This design comes from an exercise in tuning for small area and a short achievable clock period on the open sky130 flow, not from production work. In this exercise RTL edits were held to simulation tests only and were not proved equivalent to the original. Power figures rest on the tool's default switching activity, not on a simulated workload.

[flow/design.v]
package cpuPkg;
	localparam int dataWidth = 16;  
	localparam int addrWidth = 10;  
	localparam int regAddrWidth = 5;  
	localparam int opcodeWidth = 6;
	typedef logic [dataWidth-1:0] word_t;
	typedef logic [addrWidth-1:0] addr_t;
	typedef logic [regAddrWidth-1:0] regAddr_t;
	localparam logic [opcodeWidth-1:0]
		opNop = 6'h00, opLw = 6'h01, opSw = 6'h02, opMv = 6'h03, opBgz = 6'h04,
		opBez = 6'h05, opJmp = 6'h06, opSlt = 6'h09, opSlti = 6'h0a, opSeq = 6'h0b,
		opSeqi = 6'h0c, opLim = 6'h0d, opSl = 6'h0e, opSr = 6'h0f, opAdd = 6'h10,
		opSub = 6'h11, opAddi = 6'h15, opSubi = 6'h16, opNot = 6'h1a, opXor = 6'h1b,
		opOr = 6'h1c, opAnd = 6'h1d, opLwr = 6'h1e, opSwr = 6'h1f, opSi = 6'h20,
		opSli = 6'h21, opSri = 6'h22;
	typedef enum logic [1:0] {wrNone = 2'd0, wrR1 = 2'd1, wrRB = 2'd2, wrRA = 2'd3} wrSel_t;
	localparam logic [3:0] ttAnd = 4'b1000, ttOr = 4'b1110, ttXor = 4'b0110,
		ttNotA = 4'b0011, ttA = 4'b1100, ttB = 4'b1010;
	typedef struct packed {
		wrSel_t wrSel;
		logic bReg;  
		logic bRam;  
		logic bIn;  
		logic bImm;  
		logic immLong;  
		logic sub;  
		logic shRight;  
		logic [3:0] tt;  
		logic selLogic;
		logic selSum;
		logic selShl;
		logic selShr;
		logic selLt;
		logic selNe;
	} ctrl_t;
endpackage
`timescale 1ns/1ns
import cpuPkg::*;
module alu (
	input cpuPkg::ctrl_t ctrl,
	input cpuPkg::word_t a,
	input cpuPkg::word_t b,
	output cpuPkg::word_t result
);
	logic [16:0] sum;
	cpuPkg::word_t bits;  
	cpuPkg::word_t shIn;
	cpuPkg::word_t shl;
	cpuPkg::word_t shr;
	logic lt;
	logic ne;
	assign sum = {1'b0, a} + {1'b0, b ^ {16{ctrl.sub}}} + {16'd0, ctrl.sub};
	assign lt = ~sum[16];  
	always_comb begin
		for (int i = 0; i < 16; i++) begin
			bits[i] = ctrl.tt[{a[i], b[i]}];
		end
	end
	assign ne = |bits;  
	always_comb begin
		for (int i = 0; i < 16; i++) begin
			shIn[i] = ctrl.shRight ? a[15-i] : a[i];
		end
	end
	assign shl = shIn << b[3:0];
	always_comb begin
		for (int i = 0; i < 16; i++) begin
			shr[i] = shl[15-i];
		end
	end
	always_comb begin
		result = (bits & {16{ctrl.selLogic}}) | (sum[15:0] & {16{ctrl.selSum}})
			| (shl & {16{ctrl.selShl}}) | (shr & {16{ctrl.selShr}});
		result[0] = result[0] | (lt & ctrl.selLt) | (ne & ctrl.selNe);
	end
endmodule
`timescale 1ns/1ns
import cpuPkg::*;
module ctrlUnit (
	input logic [5:0] opcode,
	input logic rstN,
	output cpuPkg::ctrl_t ctrl,
	output logic ramWe,
	output logic isJmp,
	output logic isBgz,
	output logic isBez
);
	logic [5:0] op;
	logic selLogic, selSum, selShl, selShr, selLt, selNe;
	assign op = opcode;
	always_comb begin
		case (opcode)
			opLw, opSlt, opSlti, opSeq, opSeqi, opLim, opSl, opSr, opAdd, opSub,
			opAddi, opSubi, opXor, opOr, opAnd, opSli, opSri: ctrl.wrSel = wrR1;
			opMv, opNot, opLwr: ctrl.wrSel = wrRB;
			opSi: ctrl.wrSel = wrRA;
			default: ctrl.wrSel = wrNone;
		endcase
		if (!rstN) ctrl.wrSel = wrNone;
	end
	assign ctrl.bReg = (~op[4] & op[2] & op[1]) | (op[4] & op[3] & ~op[1])
		| (op[4] & ~op[2]) | (op[3] & ~op[2] & ~op[1]) | (op[1] & op[0]);
	assign ctrl.bRam = (~op[5] & ~op[4] & ~op[3]) | (op[4] & op[3]);
	assign ctrl.bIn = op[5] & ~op[1] & ~op[0];
	assign ctrl.bImm = 1'b0;  
	assign ctrl.immLong = ~op[4] & op[0];  
	assign ctrl.sub = (~op[2] & op[0]) | op[1];  
	assign ctrl.shRight = (~op[5] & op[0]) | (op[5] & op[1]);  
	assign ctrl.tt[0] = ~op[5] & ~op[2] & ~op[0];
	assign ctrl.tt[1] = (~op[4] & ~op[1]) | (op[3] & ~op[2]) | ~op[0];
	assign ctrl.tt[2] = (~op[5] & ~op[1] & ~op[0]) | (op[1] & op[0]);
	assign ctrl.tt[3] = (op[4] & op[2]) | ~op[3] | (op[2] & op[0]);
	assign selLogic = (~op[5] & ~op[4] & ~op[3]) | (op[5] & ~op[1] & ~op[0])
		| (~op[4] & op[2] & ~op[1] & op[0]) | (op[4] & op[3]);
	assign selSum = op[4] & ~op[3];
	assign selShl = (op[5] & op[0]) | (~op[4] & op[2] & op[1] & ~op[0]);
	assign selShr = (op[5] & op[1]) | (op[2] & op[1] & op[0]);
	assign selLt = (~op[5] & ~op[4] & ~op[2] & ~op[0]) | (op[3] & ~op[2] & ~op[1]);
	assign selNe = (~op[5] & ~op[4] & ~op[1] & ~op[0]) | (~op[4] & op[3] & ~op[2] & op[1] & op[0]);
	assign ctrl.selLogic = selLogic & rstN;
	assign ctrl.selSum = selSum & rstN;
	assign ctrl.selShl = selShl & rstN;
	assign ctrl.selShr = selShr & rstN;
	assign ctrl.selLt = selLt & rstN;
	assign ctrl.selNe = selNe & rstN;
	assign ramWe = rstN & ((opcode == opSw) | (opcode == opSwr));  
	assign isJmp = (opcode == opJmp);
	assign isBgz = (opcode == opBgz);
	assign isBez = (opcode == opBez);
endmodule
`timescale 1ns/1ns
import cpuPkg::*;
module progCounter (
	input logic clk,
	input logic rstN,
	input logic branch,  
	input cpuPkg::addr_t target,
	output cpuPkg::addr_t pc
);
	always_ff @(posedge clk) begin
		if (!rstN) begin
			pc <= '0;
		end else if (branch) begin
			pc <= target;
		end else begin
			pc <= pc + 1'b1;  
		end
	end
endmodule
`timescale 1ns/1ns
import cpuPkg::*;
module fieldInv (
	input cpuPkg::regAddr_t f,
	output cpuPkg::regAddr_t fN
);
	assign fN = ~f;
endmodule
module decLo (
	input logic [1:0] f,
	input logic [1:0] fN,
	output logic [3:0] preN
);
	for (genvar j = 0; j < 4; j++) begin : gLine
		assign preN[j] = ~((j % 2 == 1 ? f[0] : fN[0]) & (j / 2 == 1 ? f[1] : fN[1]));
	end
endmodule
module decHi (
	input logic [2:0] f,
	input logic [2:0] fN,
	output logic [7:0] preN
);
	for (genvar k = 0; k < 8; k++) begin : gLine
		assign preN[k] = ~((k % 2 == 1 ? f[0] : fN[0]) & ((k / 2) % 2 == 1 ? f[1] : fN[1])
			& (k / 4 == 1 ? f[2] : fN[2]));
	end
endmodule
module regDecode (
	input cpuPkg::regAddr_t idx,
	output logic [31:0] hot
);
	cpuPkg::regAddr_t idxN;
	logic [3:0] loN;
	logic [7:0] hiN;
	fieldInv uInv (.f(idx), .fN(idxN));
	decLo uLo (.f(idx[1:0]), .fN(idxN[1:0]), .preN(loN));
	decHi uHi (.f(idx[4:2]), .fN(idxN[4:2]), .preN(hiN));
	for (genvar i = 0; i < 32; i++) begin : gHot
		assign hot[i] = ~(loN[i % 4] | hiN[i / 4]);
	end
endmodule
module readTerm3 (
	input logic d0, s0, d1, s1, d2, s2,
	output logic yN
);
	assign yN = ~((d0 & s0) | (d1 & s1) | (d2 & s2));
endmodule
module readGroup8 (
	input logic [7:0] d,
	input logic [7:0] s,
	output logic p
);
	assign p = |(d & s);
endmodule
module readGroup4 (
	input logic [3:0] tN,
	output logic p
);
	assign p = ~(&tN);
endmodule
module readJoin (
	input logic [2:0] p,
	output logic y
);
	assign y = |p;
endmodule
module readJoinB (
	input logic [2:0] p,
	input logic bReg,
	input logic other,  
	output logic y
);
	assign y = ((|p) & bReg) | other;
endmodule
module readBit #(parameter bit portB = 1'b0) (
	input logic [31:0] d,
	input logic [31:0] hot,
	input logic bReg,
	input logic other,
	output logic [2:0] p,
	output logic y
);
	logic [7:0] tN;
	for (genvar k = 0; k < 8; k++) begin : gTerm
		readTerm3 uTerm (
			.d0(d[3*k]), .s0(hot[3*k]),
			.d1(d[3*k+1]), .s1(hot[3*k+1]),
			.d2(d[3*k+2]), .s2(hot[3*k+2]),
			.yN(tN[k])
		);
	end
	readGroup4 uGroup0 (.tN(tN[3:0]), .p(p[0]));
	readGroup4 uGroup1 (.tN(tN[7:4]), .p(p[1]));
	readGroup8 uGroup2 (.d(d[31:24]), .s(hot[31:24]), .p(p[2]));
	if (portB) begin : gB
		readJoinB uJoin (.p(p), .bReg(bReg), .other(other), .y(y));
	end else begin : gA
		readJoin uJoin (.p(p), .y(y));
	end
endmodule
module regFile (
	input logic clk,
	input logic rstN,
	input cpuPkg::wrSel_t wrSel,
	input logic bReg,  
	input cpuPkg::word_t otherB,  
	input cpuPkg::regAddr_t fieldA,
	input cpuPkg::regAddr_t fieldB,
	input cpuPkg::word_t wData,
	output cpuPkg::word_t rdA,  
	output cpuPkg::word_t rdB,  
	output logic [15:0][2:0] pA,  
	output logic [15:0][2:0] pB,  
	output cpuPkg::word_t r1
);
	cpuPkg::word_t regs [32];
	logic [31:0] hotA;
	logic [31:0] hotB;
	cpuPkg::word_t wDataG;
	logic [31:0] load;
	regDecode uDecA (.idx(fieldA), .hot(hotA));
	regDecode uDecB (.idx(fieldB), .hot(hotB));
	assign wDataG = wData;  
	always_comb begin
		for (int i = 0; i < 32; i++) begin
			case (wrSel)
				wrR1: load[i] = (i == 1);
				wrRB: load[i] = hotB[i];
				wrRA: load[i] = hotA[i];
				default: load[i] = 1'b0;
			endcase
			load[i] = load[i] | !rstN;
		end
	end
	always_ff @(posedge clk) begin
		for (int i = 0; i < 32; i++) begin
			if (load[i]) regs[i] <= wDataG;
		end
	end
	for (genvar b = 0; b < 16; b++) begin : gRead
		logic [31:0] col;
		for (genvar i = 0; i < 32; i++) begin : gCol
			assign col[i] = regs[i][b];
		end
		readBit #(.portB(1'b0)) uReadA (
			.d(col), .hot(hotA), .bReg(1'b0), .other(1'b0), .p(pA[b]), .y(rdA[b])
		);
		readBit #(.portB(1'b1)) uReadB (
			.d(col), .hot(hotB), .bReg(bReg), .other(otherB[b]), .p(pB[b]), .y(rdB[b])
		);
	end
	assign r1 = regs[1];
endmodule
`timescale 1ns/1ns
import cpuPkg::*;
module addrBit (
	input logic [2:0] pA,
	input logic [2:0] pB,
	input logic selA,
	input logic selB,
	input logic selI,
	input logic imm,
	output logic y
);
	assign y = (selA & (|pA)) | (selB & (|pB)) | (selI & imm);
endmodule
module wDataBit (
	input logic [2:0] pA,
	input logic selA,
	input logic selR1,
	input logic r1,
	output logic y
);
	assign y = (selA & (|pA)) | (selR1 & r1);
endmodule
module operandSel (
	input logic [5:0] opcode,
	input cpuPkg::ctrl_t ctrl,
	input cpuPkg::addr_t operand,
	input logic [15:0][2:0] pA,
	input logic [15:0][2:0] pB,
	input cpuPkg::word_t r1,
	input cpuPkg::word_t ramRData,
	input cpuPkg::word_t inBus,
	output cpuPkg::word_t otherB,  
	output cpuPkg::addr_t ramAddr,
	output cpuPkg::word_t ramWData
);
	cpuPkg::word_t other;  
	always_comb begin
		if (ctrl.bRam) begin
			other = ramRData;  
		end else if (ctrl.bIn) begin
			other = inBus;  
		end else begin
			other = {6'd0, operand[9:5] & {5{ctrl.immLong}}, operand[4:0]};  
		end
	end
	assign otherB = other & {16{~ctrl.bReg}};
	for (genvar b = 0; b < 10; b++) begin : gAddr
		addrBit uAddr (
			.pA(pA[b]), .pB(pB[b]),
			.selA(opcode[4] & ~opcode[0]),  
			.selB(opcode[4] & opcode[0]),  
			.selI(~opcode[4]),  
			.imm(operand[b]),
			.y(ramAddr[b])
		);
	end
	for (genvar b = 0; b < 16; b++) begin : gWData
		wDataBit uWData (
			.pA(pA[b]),
			.selA(opcode[0]),
			.selR1(~opcode[0]),
			.r1(r1[b]),
			.y(ramWData[b])
		);
	end
endmodule
`timescale 1ns/1ns
import cpuPkg::*;
module cpuTop (
	input logic clk,
	input logic rstN,
	input logic [15:0] instr,  
	input cpuPkg::word_t inBus,
	input cpuPkg::word_t ramRData,
	output cpuPkg::addr_t pc,
	output cpuPkg::addr_t ramAddr,
	output cpuPkg::word_t ramWData,
	output logic ramWe  
);
	logic [5:0] opcode;
	cpuPkg::addr_t operand;
	cpuPkg::ctrl_t ctrl;
	logic isJmp, isBgz, isBez;
	logic r1Zero, branch;
	cpuPkg::word_t rdA, rdB, r1, otherB, result;
	logic [15:0][2:0] pA, pB;
	assign opcode = instr[15:10];
	assign operand = instr[9:0];
	ctrlUnit uCtrl (
		.opcode(opcode),
		.rstN(rstN),
		.ctrl(ctrl),
		.ramWe(ramWe),
		.isJmp(isJmp),
		.isBgz(isBgz),
		.isBez(isBez)
	);
	regFile uRegs (
		.clk(clk),
		.rstN(rstN),
		.wrSel(ctrl.wrSel),
		.bReg(ctrl.bReg),
		.otherB(otherB),
		.fieldA(operand[9:5]),
		.fieldB(operand[4:0]),
		.wData(result),
		.rdA(rdA),
		.rdB(rdB),
		.pA(pA),
		.pB(pB),
		.r1(r1)
	);
	operandSel uSel (
		.opcode(opcode),
		.ctrl(ctrl),
		.operand(operand),
		.pA(pA),
		.pB(pB),
		.r1(r1),
		.ramRData(ramRData),
		.inBus(inBus),
		.otherB(otherB),
		.ramAddr(ramAddr),
		.ramWData(ramWData)
	);
	alu uAlu (
		.ctrl(ctrl),
		.a(rdA),
		.b(rdB),
		.result(result)
	);
	assign r1Zero = (r1 == '0);
	assign branch = isJmp | (isBgz & ~r1Zero) | (isBez & r1Zero);
	progCounter uPc (
		.clk(clk),
		.rstN(rstN),
		.branch(branch),
		.target(operand),
		.pc(pc)
	);
endmodule
[flow/flow/run.sh]
#!/bin/bash
# The standard layout, except that the ports get plain buffers (buf_2),
# timing repair may not use delay cells, and clock tree synthesis inserts no
# dummy loads. Synthesis runs unchanged first.
set -euo pipefail

PLATFORM_DONT_USE="sky130_fd_sc_hd__probe_p_8 sky130_fd_sc_hd__probec_p_8 sky130_fd_sc_hd__lpflow_bleeder_1 sky130_fd_sc_hd__lpflow_clkbufkapwr_1 sky130_fd_sc_hd__lpflow_clkbufkapwr_16 sky130_fd_sc_hd__lpflow_clkbufkapwr_2 sky130_fd_sc_hd__lpflow_clkbufkapwr_4 sky130_fd_sc_hd__lpflow_clkbufkapwr_8 sky130_fd_sc_hd__lpflow_clkinvkapwr_1 sky130_fd_sc_hd__lpflow_clkinvkapwr_16 sky130_fd_sc_hd__lpflow_clkinvkapwr_2 sky130_fd_sc_hd__lpflow_clkinvkapwr_4 sky130_fd_sc_hd__lpflow_clkinvkapwr_8 sky130_fd_sc_hd__lpflow_decapkapwr_12 sky130_fd_sc_hd__lpflow_decapkapwr_3 sky130_fd_sc_hd__lpflow_decapkapwr_4 sky130_fd_sc_hd__lpflow_decapkapwr_6 sky130_fd_sc_hd__lpflow_decapkapwr_8 sky130_fd_sc_hd__lpflow_inputiso0n_1 sky130_fd_sc_hd__lpflow_inputiso0p_1 sky130_fd_sc_hd__lpflow_inputiso1n_1 sky130_fd_sc_hd__lpflow_inputiso1p_1 sky130_fd_sc_hd__lpflow_inputisolatch_1 sky130_fd_sc_hd__lpflow_isobufsrc_1 sky130_fd_sc_hd__lpflow_isobufsrc_16 sky130_fd_sc_hd__lpflow_isobufsrc_2 sky130_fd_sc_hd__lpflow_isobufsrc_4 sky130_fd_sc_hd__lpflow_isobufsrc_8 sky130_fd_sc_hd__lpflow_isobufsrckapwr_16 sky130_fd_sc_hd__lpflow_lsbuf_lh_hl_isowell_tap_1 sky130_fd_sc_hd__lpflow_lsbuf_lh_hl_isowell_tap_2 sky130_fd_sc_hd__lpflow_lsbuf_lh_hl_isowell_tap_4 sky130_fd_sc_hd__lpflow_lsbuf_lh_isowell_4 sky130_fd_sc_hd__lpflow_lsbuf_lh_isowell_tap_1 sky130_fd_sc_hd__lpflow_lsbuf_lh_isowell_tap_2 sky130_fd_sc_hd__lpflow_lsbuf_lh_isowell_tap_4"
DELAY_CELLS="sky130_fd_sc_hd__clkdlybuf4s15_1 sky130_fd_sc_hd__clkdlybuf4s15_2 sky130_fd_sc_hd__clkdlybuf4s18_1 sky130_fd_sc_hd__clkdlybuf4s18_2 sky130_fd_sc_hd__clkdlybuf4s25_1 sky130_fd_sc_hd__clkdlybuf4s25_2 sky130_fd_sc_hd__clkdlybuf4s50_1 sky130_fd_sc_hd__clkdlybuf4s50_2 sky130_fd_sc_hd__dlygate4sd1_1 sky130_fd_sc_hd__dlygate4sd2_1 sky130_fd_sc_hd__dlygate4sd3_1 sky130_fd_sc_hd__dlymetal6s2s_1 sky130_fd_sc_hd__dlymetal6s4s_1 sky130_fd_sc_hd__dlymetal6s6s_1"

bash standard.sh synth > run_synth.log 2>&1
bash standard.sh "DONT_USE_CELLS=$PLATFORM_DONT_USE $DELAY_CELLS" \
	"BUFFER_PORTS_ARGS=-buffer_cell sky130_fd_sc_hd__buf_2" \
	"CTS_ARGS=-sink_clustering_enable -repair_clock_nets -sink_clustering_size 16 -sink_clustering_max_diameter 50 -buf_list sky130_fd_sc_hd__clkbuf_8 -dont_use_dummy_load" \
	finish > run_layout.log 2>&1
[flow/standard.sh]
#!/bin/bash
# synth_recipe.tcl (not shown) runs the flow's synth.tcl, then flattens the netlist and writes it again
# the make line also repeats each setting of config.mk as NAME=value (left out here)
make -C /OpenROAD-flow-scripts/flow DESIGN_CONFIG=/design/flow/config.mk WORK_HOME=/design/flow/orfs CLKGATE_MAP_FILE= SYNTH_SCRIPT=/design/flow/synth_recipe.tcl "${@:-finish}"
[flow/config.mk]
export PLATFORM = sky130hd
export DESIGN_NAME = cpuTop
export DESIGN_NICKNAME = cpuTop
export VERILOG_FILES = /design/flow/design.v
export SDC_FILE = /design/flow/constraint.sdc
export NUM_CORES = 4
export LEC_CHECK = 0
export CAP_MARGIN = 20
export CORE_MARGIN = 2
export CORE_UTILIZATION = 66
export CTS_BUF_LIST = sky130_fd_sc_hd__clkbuf_8
export CTS_CLUSTER_DIAMETER = 50
export CTS_CLUSTER_SIZE = 16
export SETUP_SLACK_MARGIN = 4.0
export SLEW_MARGIN = 20
export SYNTH_HIERARCHICAL = 1
export TNS_END_PERCENT = 5
[flow/constraint.sdc]
create_clock -name core_clock -period 10.5 [get_ports {clk}]
set_input_delay 2.1000 -clock core_clock [delete_from_list [all_inputs] [get_ports {clk}]]
set_output_delay 2.1000 -clock core_clock [all_outputs]
set_load 0.01 [all_outputs]
==> key figures, run 1 <==
Critical path
  – Slowest-stage cell, CP: a222oi_1
  – Setup CP Type: in2out
  – Top delay family on crit path: buffers and inverters
  – CP max stage delay: 0.40 ns
  – CP most frequent cell: buf_2
  – Worst setup EP type: primary output
  – Critical path cell sequence: buf_6 -> clkinvlp_4 -> nand3_4 -> buf_1 -> nor2_4 -> buf_2 -> a222oi_1 -> nand4_1 -> o31ai_2 -> nand2_1 -> buf_2
  – Arrival @ worst endpoint: 4.63 ns
  – CP Max Fanout: 10
  – Crit start category: input pin
  – Sum of buffers and inverters on the critical path: 5
  – Req. time, crit path: 8.40 ns

Timing
  – Slew @ Worst Pin: 1.32 ns
  – Tcrit/Tclk final: 64.1%
  – Hold_ws: 0.518 ns
  – RSZ-0062 raised after global routing: true
  – Fin Setup TNS: 0 ns
  – Final setup viols: 0
  – Final worst clock skew: 0.0996 ns
  – Fin. max-slew vios: 0
  – Final Hold Viols: 0
  – Tmin final: 6.73 ns
  – Slew headroom: 11.4%
  – PnR worst setup slack: 3.77 ns
  – Max Fclk: 0.149 GHz

Clock tree
  – Root buf cell: clkbuf_8
  – Worst-path clk slew: 0.07 ns
  – CTS buffer count: 43
  – Deepest clock path buffer count: 3
  – Worst skew pair latency: 0.68 ns
  – Post-CTS Hold Buffers: 0
  – CTS tree: built
  – CTS sink cnt: 522
  – Number of H-tree levels: 2

Final layout
  – Cell Count, Final, Fillers Out: 2627
  – Fillcell total: 2270
  – Area occupied by multi-input gates: 10200 µm²
  – Fin util: 76.7%
  – Finished layout cell area: 28900 µm²
  – Layout area overhead: 14.4%
  – Nets: 2191
  – FF/Latch Area: 15600 µm²
  – Layout cells sized above 1: 21.9%

Logic synthesis
  – Synthesized instance count: 1820
  – Net Count, Synth: 1895
  – Mean Syn Cell Area: 13.9 µm²
  – Area of the mapped netlist: 25300 µm²
  – Synth warn: 29

Placement
  – Pre-CTS setup slack: 2.13 ns
  – Detail Placement HPWL: 66400 µm
  – Dpl cells: 2489
  – Port Buf Inserts: 86
  – RePlAce Congestion: 1.04
  – Placed cell area: 26600 µm²

Drt
  – DR vias: 22876
  – Detailed Route WL: 101000 µm
  – Routed Antenna Nets: 0
  – Wire per inst: 38.6 µm
  – DR pass1 iterations: 17
  – DRC: 0
  – DRT iter0 DRCs: 6374
  – DR vias/cell: 8.71

GRT
  – Initial antenna violation count: 3
  – Vias in the first global route: 20705
  – Grt ovf: 0
  – Largest net degree at the start of global routing: 34
  – GRT Total Usage: 49.4%
  – First-pass GRT wire length: 139000 µm

Min path
  – Worst min path class: reg2reg

Run status
  – Status: no timing/DRC/antenna violations

Pwr
  – Leakage: 10.0 nW
  – Total power: 6.09 mW
  – PD cells: 211 nW/µm²
  – Peak supply drop: 0.245 mV

Floorplan
  – Ports: 87
  – Die height: 200 µm
  – DIE AREA: 39900 µm²
  – Number of placement rows: 71
  – Core Region: 37700 µm²
  – Die width: 200 µm
  – Initial Util: 67.1%

Run
  – Max Cap Violations: 0
tightest hold or removal path: cells and delay by family, from the launching register on:
family / cells / cell delay [ns]
AOI/OAI and AO/OA: 2 / 0.15
DFF: 1 / 0.32
sequential cells by signal, summed over array words and instances, names as in the netlist:
signal and cells:
uPc.pc 10, uRegs.regs 512
cell type report:
class	instances	share of cell area (%)
Multi-Input combinational cell	1211	35.3
Inverter	38	0.524
Timing Repair Buffer	300	6.06
Tap cell	511	2.21
Antenna cell	2	0.0173
Sequential cell	522	53.9
Clock buffer	43	2.05
power by group:
group / leakage (nW) / internal [mW] / total (mW) / switching, mW
clock: 0.309 / 0.366 / 0.985 / 0.619
sequential: 5.32 / 3.01 / 3.32 / 0.310
combinational: 4.37 / 0.535 / 1.78 / 1.24
total: 10.0 / 3.92 / 6.09 / 2.17
cells in the final DEF, fill, tap and decap left out, types with 43 or more instances in the layout:
cell type and instances:
nand2_1 82, buf_1 69, nor2_1 77, mux2i_1 55, clkbuf_8 43, a22oi_1 130, nand4_1 101, a222oi_1 263
edfxtp_1 512, buf_2 137
worst paths after layout:
kind / from / cells past startpoint / end / slack (ns)
max: instr[8] / 11 / ramWData[15] / 3.77
min: uPc.pc[9]$_SDFF_PN0_ / 2 / uPc.pc[9]$_SDFF_PN0_ / 0.52
max reg2reg: uRegs.regs[3][2]$_DFFE_PP_ / 10 / uRegs.regs[18][14]$_DFFE_PP_ / 5.84
min reg2reg: uPc.pc[9]$_SDFF_PN0_ / 2 / uPc.pc[9]$_SDFF_PN0_ / 0.52
routing by layer:
| metal | wire length, µm | up-vias | track usage (%) |
|---|---|---|---|
| li1 | - | 8691 | - |
| met4 | 10400 | 4 | 34.2 |
| met5 | 115 | - | 0 |
| met1 | 29800 | 10554 | 61.1 |
| met2 | 41000 | 2904 | 70.4 |
| met3 | 20000 | 723 | 21.3 |
timing repair:
item                                    in CTS  in global routing
endpoints found under the setup margin     538                495
setup buffers                               40                 50
pin swaps                                   38                 65
gates resized for setup                    118                161
gates cloned                                 1                  2
==> run 2, diff against run 1 <==
--- a/flow/config.mk
+++ b/flow/config.mk
@@ -9,3 +9,3 @@
 export CORE_MARGIN = 2
-export CORE_UTILIZATION = 66
+export CORE_UTILIZATION = 58
 export CTS_BUF_LIST = sky130_fd_sc_hd__clkbuf_8
==> run 2 against run 1 <==
- still clean on timing, DRC and antenna
- power is 0.52% lower
- clock-buffer cell count is 1 higher
- cell area is 0.62% lower
- clock power hardly changed
- utilization is 10 points lower
- combinational power is 3% lower
- maximum frequency hardly changed
- critical path depth stayed put
- synthesized cell count stayed put
- register-to-register slack worse by 0.14 ns
- global-route usage is 3.9 points lower
- critical path type unchanged
- largest cell class unchanged
- largest power group unchanged
==> key figures, run 2 <==
Critical path
  – Worst setup EP type: primary output
  – Req. time, crit path: 8.40 ns
  – Arrival @ worst endpoint: 4.63 ns
  – Sum of buffers and inverters on the critical path: 5
  – Critical path cell sequence: buf_2 -> inv_2 -> nand3_2 -> nor2_2 -> buf_2 -> a222oi_1 -> nand4_1 -> buf_6 -> o31ai_4 -> nand2_1 -> buf_2
  – Slowest-stage cell, CP: o31ai_4
  – CP Max Fanout: 8
  – Setup CP Type: in2out
  – Crit start category: input pin
  – CP max stage delay: 0.52 ns
  – Top delay family on crit path: buffers and inverters
  – CP most frequent cell: buf_2

GRT
  – GRT Total Usage: 45.5%
  – First-pass GRT wire length: 144000 µm
  – Vias in the first global route: 20604
  – Largest net degree at the start of global routing: 36
  – Initial antenna violation count: 1
  – Grt ovf: 0

Floorplan
  – Number of placement rows: 76
  – Ports: 87
  – Initial Util: 58.7%
  – Die height: 213 µm
  – DIE AREA: 45300 µm²
  – Die width: 213 µm
  – Core Region: 43100 µm²

Drt
  – Routed Antenna Nets: 0
  – DRC: 0
  – Detailed Route WL: 104000 µm
  – DRT iter0 DRCs: 6601
  – Wire per inst: 38.9 µm
  – DR pass1 iterations: 17
  – DR vias/cell: 8.31
  – DR vias: 22321

Final layout
  – Fin util: 66.7%
  – Fillcell total: 3130
  – Max reg flops: 512
  – Layout cells sized above 1: 21.5%
  – Most frequent cells in the layout: 512 x edfxtp_1, 263 x a222oi_1, 156 x buf_2
  – FF/Latch Area: 15600 µm²
  – Largest regs: uRegs.regs x512, uPc.pc x10
  – Nets: 2177
  – Cell Count, Final, Fillers Out: 2685
  – Area occupied by multi-input gates: 10100 µm²
  – ANT cells: 0
  – Most flops, register: uRegs.regs
  – Commonest non-fill, non-tap cell in the layout: edfxtp_1
  – Layout area overhead: 13.6%

Clock tree
  – Number of H-tree levels: 2
  – Root buf cell: clkbuf_8
  – Worst skew pair latency: 0.68 ns
  – Worst-path clk slew: 0.06 ns
  – CTS buffer count: 44
  – Post-CTS Hold Buffers: 0
  – CTS tree: built
  – CTS sink cnt: 522
  – Deepest clock path buffer count: 3

Logic synthesis
  – Synth warn: 29
  – Mean Syn Cell Area: 13.9 µm²
  – Synthesized instance count: 1820
  – Net Count, Synth: 1895
  – Area of the mapped netlist: 25300 µm²

Timing
  – Fin. max-slew vios: 0
  – Tmin final: 6.73 ns
  – Fin Setup TNS: 0 ns
  – Slew headroom: 11.5%
  – Slew @ Worst Pin: 1.32 ns
  – Max Fclk: 0.149 GHz
  – PnR worst setup slack: 3.77 ns
  – Tcrit/Tclk final: 64.1%
  – Final Hold Viols: 0
  – Final worst clock skew: 0.116 ns
  – RSZ-0062 raised after global routing: true
  – Final setup viols: 0

Placement
  – Dpl cells: 2570
  – Detail Placement HPWL: 70600 µm
  – Port Buf Inserts: 86
  – Pre-CTS setup slack: 2.09 ns
  – RePlAce Congestion: 1.03

Min path
  – Worst min path class: reg2reg

Pwr
  – Leakage: 9.95 nW
  – PD cells: 211 nW/µm²
  – Total power: 6.05 mW
  – Peak supply drop: 0.158 mV

Run
  – Max Cap Violations: 0

Run status
  – Status: no timing/DRC/antenna violations
run 2: tightest hold or removal path: stages (launching register included):
cell,delay [ns]
dfxtp_1,0.32
o31ai_1,0.07
a31oi_1,0.09
run 2: path summary, 6_finish.rpt:
| path | start | end | slack (ns) | cells after the start |
|---|---|---|---|---|
| setup / recovery | instr[9] | ramWData[3] | 3.77 | 11 |
| hold / removal | uPc.pc[9]$_SDFF_PN0_ | uPc.pc[9]$_SDFF_PN0_ | 0.52 | 2 |
| setup reg to reg | uRegs.regs[18][10]$_DFFE_PP_ | uRegs.regs[19][15]$_DFFE_PP_ | 5.70 | 14 |
| hold reg to reg | uPc.pc[9]$_SDFF_PN0_ | uPc.pc[9]$_SDFF_PN0_ | 0.52 | 2 |
run 2: power by group:
part	total [mW]	switching [mW]	internal [mW]	leakage, nW
logic	1.73	1.21	0.518	4.31
registers	3.32	0.306	3.02	5.32
clock network	1.01	0.631	0.375	0.316
run 2: what timing repair did:
action,CTS,global route
buffers inserted,38,29
resized for setup,138,68
gates cloned,1,2
setup endpoints to repair,538,476
endpoints found under the hold margin,0,0
pin swaps,44,37
run 2: metrics by stage:
step	area, µm²	hold slack (ns)
after detailed placement	26800	0.509
after global routing	28700	0.538
final	28700	0.521
after global placement	26700	0.486
after floorplan	25300	0.513
after CTS	28200	0.519
run 2: final cells by class:
type	count	share of cell area (%)
Clock buffer	44	2.11
Tap cell	585	2.55
Inverter	38	0.514
Multi-Input combinational cell	1211	35.0
Sequential cell	522	54.2
Timing Repair Buffer	285	5.57
run 2: metal layers:
metal,GRT usage (%),vias to the layer above,routed length [µm]
met1,57.9,10682,34100
met4,28.6,0,8710
met5,0,-,0
li1,-,8662,-
met2,66.9,2442,44200
met3,16.0,535,17300
==> run 3, diff against run 2 <==
--- a/flow/config.mk
+++ b/flow/config.mk
@@ -13,3 +13,3 @@
 export CTS_CLUSTER_SIZE = 16
-export SETUP_SLACK_MARGIN = 4.0
+export SETUP_SLACK_MARGIN = 4.25
 export SLEW_MARGIN = 20
==> run 3 against run 2 <==
- utilization increased by 3.1 points
- cell count increased by 3.4%
- worst setup slack improved by 0.082 ns
- largest power group unchanged
- highest routed layer is now met5
==> key figures, run 3 <==
Run status
  – Status: no timing/DRC/antenna violations

Drt
  – DR pass1 iterations: 15
  – Wire per inst: 37.2 µm
  – DRT iter0 DRCs: 6299
  – DR vias: 22345
  – Routed Antenna Nets: 0
  – DRC: 0
  – Detailed Route WL: 103000 µm
  – DR vias/cell: 8.05

Final layout
  – Area occupied by multi-input gates: 10600 µm²
  – Nets: 2264
  – Fin util: 69.8%
  – Largest regs: uRegs.regs x512, uPc.pc x10
  – Most frequent cells in the layout: 512 x edfxtp_1, 263 x a222oi_1, 160 x buf_2
  – Max reg flops: 512
  – Layout cells sized above 1: 25.9%
  – FF/Latch Area: 15600 µm²
  – Finished layout cell area: 30100 µm²
  – Most flops, register: uRegs.regs
  – Layout area overhead: 19.0%
  – Fillcell total: 3030
  – Commonest non-fill, non-tap cell in the layout: edfxtp_1

Critical path
  – Req. time, crit path: 8.40 ns
  – Setup CP Type: in2out
  – Critical path cell sequence: buf_4 -> inv_2 -> nand2_4 -> buf_2 -> nor2_4 -> buf_4 -> a222oi_1 -> nand4_1 -> buf_6 -> o31ai_4 -> nand3_1 -> buf_2
  – Arrival @ worst endpoint: 4.54 ns
  – Crit start category: input pin
  – Slowest-stage cell, CP: a222oi_1
  – Worst setup EP type: primary output
  – CP Max Fanout: 11
  – CP max stage delay: 0.50 ns

Pwr
  – Clk pwr share: 16.2%
  – Total power: 6.23 mW
  – Sw Pwr: 2.22 mW
  – P_int: 4.01 mW
  – Comb power frac: 30.6%
  – Sw Ratio: 35.6%
  – Leakage: 10.4 nW
  – Peak supply drop: 0.178 mV
  – PD cells: 207 nW/µm²
  – Seq pwr share: 53.2%

Timing
  – Tmin final: 6.64 ns
  – Hold_ws: 0.516 ns
  – Slew headroom: 16.9%
  – Tcrit/Tclk final: 63.3%
  – Final Hold Viols: 0
  – Max Fclk: 0.150 GHz
  – Fin Setup TNS: 0 ns
  – Fin. max-slew vios: 0
  – Slew @ Worst Pin: 1.24 ns
  – Final worst clock skew: 0.152 ns
  – Final setup viols: 0
  – RSZ-0062 raised after global routing: true

Floorplan
  – Initial Util: 58.7%
  – Core Region: 43100 µm²
  – Die width: 213 µm
  – Number of placement rows: 76
  – Die height: 213 µm
  – Ports: 87
  – DIE AREA: 45300 µm²

Clock tree
  – Deepest clock path buffer count: 3
  – Number of H-tree levels: 2
  – CTS tree: built
  – Root buf cell: clkbuf_8
  – Post-CTS Hold Buffers: 0
  – CTS sink cnt: 522
  – Worst skew pair latency: 0.71 ns
  – CTS buffer count: 45
  – Worst-path clk slew: 0.06 ns

Run
  – Max Cap Violations: 0

GRT
  – Vias in the first global route: 20122
  – First-pass GRT wire length: 141000 µm
  – GRT Total Usage: 44.4%
  – Grt ovf: 0
  – Initial antenna violation count: 4
  – Largest net degree at the start of global routing: 33

Placement
  – Detail Placement HPWL: 68200 µm
  – Placed cell area: 26700 µm²
  – Port Buf Inserts: 86
  – RePlAce Congestion: 1.04

Logic synthesis
  – Synth warn: 29
  – Synthesized instance count: 1820
  – Mean Syn Cell Area: 13.9 µm²
  – Area of the mapped netlist: 25300 µm²
  – Net Count, Synth: 1895

Min path
  – Worst min path class: reg2reg
[run 3: changes by cell type in the layout (fill, tap and decap cells not counted), sizes merged]
| cell | before | now |
|---|---|---|
| buf | 269 | 354 |
| clkbuf | 60 | 61 |
| clkinv | 2 | 1 |
| clkinvlp | 1 | 4 |
| diode | 0 | 3 |
| inv | 35 | 33 |
| o21ai | 71 | 72 |
[run 3: worst max-delay path, delay by kind of cell]
kind,cells,cell delay [ns]
AND/OR/NAND/NOR,4,0.59
AO/OA/AOI/OAI,2,0.78
buffers and inverters,6,1.04
[run 3: power groups by stage]
stage | sequential [mW] | combinational [mW] | clock [mW]
2_1_floorplan | 3.23 | 0.836 | 0
3_3_place_gp | 3.31 | 1.41 | 0
3_5_place_dp | 3.34 | 1.42 | 0
4_1_cts | 3.29 | 1.62 | 1.01
5_1_grt | 3.35 | 1.95 | 1.08
6_report | 3.31 | 1.91 | 1.01
[run 3: final cells by class]
class | instances | share of cell area [%]
repair buffers | 370 | 8.00
diodes | 3 | 0.0250
flip-flops and latches | 522 | 51.8
inverters | 38 | 0.524
well taps | 585 | 2.43
clock buffers | 45 | 2.06
multi-input cells | 1212 | 35.2
[run 3: final timing paths]
path | slack, ns | end | startpoint | cells past startpoint
setup / recovery | 3.86 | ramAddr[3] | instr[6] | 12
hold / removal | 0.52 | uPc.pc[9]$_SDFF_PN0_ | uPc.pc[9]$_SDFF_PN0_ | 2
setup reg to reg | 5.84 | uRegs.regs[24][14]$_DFFE_PP_ | uRegs.regs[1][11]$_DFFE_PP_ | 12
hold reg to reg | 0.52 | uPc.pc[9]$_SDFF_PN0_ | uPc.pc[9]$_SDFF_PN0_ | 2
[run 3: timing repair]
action,in CTS,in global routing
buffers inserted,73,88
gates cloned,2,2
pin swaps,75,94
resized for setup,236,169
setup endpoints to repair,725,581
[run 3: stage by stage]
| stage | instances | setup slack [ns] |
|---|---|---|
| after detailed placement | 2561 | 1.98 |
| after floorplan | 1820 | 4.05 |
| after global routing | 2772 | 3.88 |
| after CTS | 2681 | 4.09 |
| final | 2775 | 3.86 |
| after global placement | 2561 | 2.01 |
[run 3: per-layer routing]
layer | part of all wire [%] | GRT usage [%]
met4 | 7.7 | 27.2
met5 | 0.12 | 1.45
met1 | 32 | 56.9
met2 | 42 | 65.4
met3 | 18 | 14.9

## re-timing with driven ports
In the flow no input, the clock included, has a driving cell. The finished layouts below were timed again as built, in two steps.
Step 1, drivers: a clkbuf_16 drives clk and a buf_2 each remaining input, both assumed.
Step 2 adds t to the input delays and takes it off the output delays; t is the mean of the earliest and latest rising clock arrival at the registers after step 1. Input paths then give back, and output paths get back, about the clock's delay inside the block.
a / b / c = no drivers / after step 1 / after step 2; a / b = the first two.
run | t (ns) | setup WS [ns] | clock arrival spread, ns
run 1 | 0.690 | 3.774 / 3.734 / 3.215 | 0.100 / 0.099
run 2 | 0.675 | 3.773 / 3.744 / 3.195 | 0.119 / 0.120
run 3 | 0.692 | 3.855 / 3.806 / 3.372 | 0.152 / 0.152
After both steps every run listed still meets setup and hold. The setup slack of run 2, which loses most, moves by -0.029 ns with the drivers and by -0.578 ns with both steps.
